Background: an optimization exercise with open tools, aiming at small area. Do not read the settings as production practice.
In this exercise RTL edits were held to simulation tests only and were not proved equivalent to the original.
No activity file was given, so power comes from the tool's default toggle rates.

Design lcd_rect_fill_streamer_top, start of the top module:
module lcd_rect_fill_streamer_top (
    input  wire logic                  i_clk,
    input  wire logic                  i_rst_n,
    input  wire logic                  i_req_valid,
    output logic                       i_req_ready,
    input  wire logic                  i_req_kind,
    input  wire logic signed [15:0]    i_req_origin_col,
    input  wire logic signed [15:0]    i_req_origin_row,
    input  wire logic signed [15:0]    i_req_rect_width,
    input  wire logic signed [15:0]    i_req_rect_height,
    input  wire logic [15:0]           i_req_fill_color,
    output logic                       o_res_valid,
    input  wire logic                  o_res_ready,
    output logic [1:0]                 o_res_status,
    output logic [7:0]                 o_res_spi_byte,
    output logic                       o_res_is_data,
    output logic                       o_res_release_select,
    output logic                       o_res_fill_done,
    input  wire logic                  psel,
    input  wire logic                  penable,
    input  wire logic                  pwrite,
    input  wire logic [lrf_pkg::CFG_ADDR_W-1:0] paddr,
    input  wire logic [31:0]           pwdata,
    output logic [31:0]                prdata,
    output logic                       pready
);
    lrf_pkg::t_panel_cfg w_panel;
    lrf_cfg_regs u_cfg (
        .i_clk   (i_clk),
        .i_rst_n (i_rst_n),
        .psel    (psel),
        .penable (penable),
        .pwrite  (pwrite),
        .paddr   (paddr),
        .pwdata  (pwdata),
        .prdata  (prdata),
        .pready  (pready),
        .o_panel (w_panel)
    );
    lrf_engine u_engine (
        .i_clk                (i_clk),
        .i_rst_n              (i_rst_n),
        .i_panel              (w_panel),
        .i_req_valid          (i_req_valid),
        .i_req_ready          (i_req_ready),
        .i_req_kind           (i_req_kind),
        .i_req_origin_col     (i_req_origin_col),
  ...
For scale: about 5600 sq um of cells after synthesis.
export LEC_CHECK = 0
export CAP_MARGIN = 20
export CORE_MARGIN = 2
export CORE_UTILIZATION = 60
export SLEW_MARGIN = 20
create_clock -name core_clock -period 10.0 [get_ports {i_clk}]
standard.sh (not shown) runs the stock make flow with config.mk's settings and CLKGATE_MAP_FILE= SYNTH_SCRIPT=/design/flow/synth_recipe.tcl, a recipe that flattens the netlist after the stock synthesis.
==> flow/flow/run.sh <==
#!/bin/bash
# Layout flow: the standard synthesis, then the same synthesis with an area-oriented
# ABC script; its netlist is used if its registers match the standard one exactly (names
# and cell types). Then the standard ORFS layout, with port buffers of the smallest cell.
set -uo pipefail
HERE=$PWD
RES=$HERE/orfs/results/$FLOW_PLATFORM/lcd_rect_fill_streamer_top/base

bash standard.sh synth > std_synth.log 2>&1 || exit 1
cp $RES/1_2_yosys.v std_1_2_yosys.v

export MY_ABC_SCRIPT=$HERE/flow/area.abc
make -C $FLOW_HOME DESIGN_CONFIG=$HERE/config.mk WORK_HOME=$HERE/area_orfs CLKGATE_MAP_FILE= \
  SYNTH_SCRIPT=$HERE/flow/my_synth.tcl synth > area_synth.log 2>&1
AREA_NET=$HERE/area_orfs/results/$FLOW_PLATFORM/lcd_rect_fill_streamer_top/base/1_2_yosys.v

if [[ -s $AREA_NET ]]; then
  python3 flow/regs.py std_1_2_yosys.v > regs_std.txt
  python3 flow/regs.py $AREA_NET > regs_area.txt
  if [[ -s regs_std.txt ]] && cmp -s regs_std.txt regs_area.txt; then
    echo "using area netlist" > choice.log
    cp $AREA_NET $RES/1_2_yosys.v
    rm -f $RES/1_synth.odb $RES/1_synth.sdc
  else
    echo "registers differ; using standard netlist" > choice.log
  fi
else
  echo "area synthesis failed; using standard netlist" > choice.log
fi

export BUFFER_PORTS_ARGS="-buffer_cell sky130_fd_sc_hd__buf_1"
# One tie cell per constant instead of one per constant output port.
export SKIP_REPAIR_TIE_FANOUT=1
# Clock tree from a few mid-size buffers over large sink clusters, without dummy loads.
export CTS_ARGS="-sink_clustering_enable -repair_clock_nets -buf_list sky130_fd_sc_hd__clkbuf_8 -root_buf sky130_fd_sc_hd__clkbuf_8 -sink_clustering_size 25 -sink_clustering_max_diameter 100 -dont_use_dummy_load"
bash standard.sh finish > standard_flow.log 2>&1
==> flow/flow/area.abc <==
strash
&get -n
&deepsyn -T 30
&put
&get -n
&dch -f
&nf -a -R 1000
&put
Other scripts of this flow, unchanged in this note and not shown: flow/flow/my_synth.tcl, flow/flow/regs.py
The starting point completed with no timing, DRC or antenna violations.
Edit:
- CORE_UTILIZATION: 60 -> 40
- GPL_TIMING_DRIVEN: unset -> 0
The changed run finished with timing, DRC and antenna clean.
Wire length is higher by a little under a tenth.
Register-to-register slack degrades by 0.74 ns.
Total power climbs slightly.
Edit:
==> flow/flow/area.abc (replaced) <==
strash
&get -n
&deepsyn -T 30
&put
&get -n
&dch -f
&nf -a -R 1000 -F 10 -A 10 -C 32 -E 20
&put
- CORE_UTILIZATION: 40 -> 60
- GPL_TIMING_DRIVEN: 0 -> unset
What happened:
- synthesized cell count falls by 1.8%
- die area falls by 33%
- sequential share of layout area rises by 2.1 points
- global-route usage rises by 7.4 points
- synthesized area falls by about 0.36%
- via count stays flat
- combinational power falls by about 0.6%
- routed wire length falls by 8.3%
- setup slack is better by 0.30 ns
- power falls by 0.53%
- utilization rises by 21 points
Edit:
==> flow/flow/area.abc (replaced) <==
strash
&get -n
&deepsyn -T 30
&put
&get -n
&dch -f
&nf -a -R 1000
&put
- CORE_UTILIZATION: 60 -> 75
The changed run finished clean.
Sequential share of layout area is about the same.
Cell area stays flat.
Register-to-register slack gets worse by 0.25 ns.
Non-clock buffer count came out higher by 1.

[what the ideal ports hide]
The results above use ideal ports. As a check the final layouts listed here were re-extracted and re-timed, cells and wires unchanged.
Step 1 sets driving cells, clkbuf_16 on the clock port and buf_2 on the other inputs (assumed; they add their load-dependent delay and slew).
Step 2 moves the port delays by t, midway between the first and last clock arrival at a register: inputs arrive t later, outputs are due t later. That takes back most of the time a late clock gives input paths.
Slacks: ideal / step 1 / step 2; pairs: ideal / step 1.
run | t (ns) | setup slack, ns | hold slack, ns | worst register clock-pin slew, ns | pins driven straight from the clock port
the first run | 0.386 | 1.827 / 1.827 / 1.827 | 0.479 / 0.479 / 0.479 | 0.09 / 0.09 | 1
the second run | 0.414 | 1.082 / 1.082 / 1.082 | 0.505 / 0.505 / 0.505 | 0.10 / 0.10 | 1
the third run | 0.383 | 1.386 / 1.386 / 1.386 | 0.480 / 0.480 / 0.480 | 0.11 / 0.11 | 1
the fourth run | 0.391 | 1.134 / 1.134 / 1.134 | 0.511 / 0.511 / 0.511 | 0.09 / 0.09 | 1
After both steps every run listed still meets setup and hold.
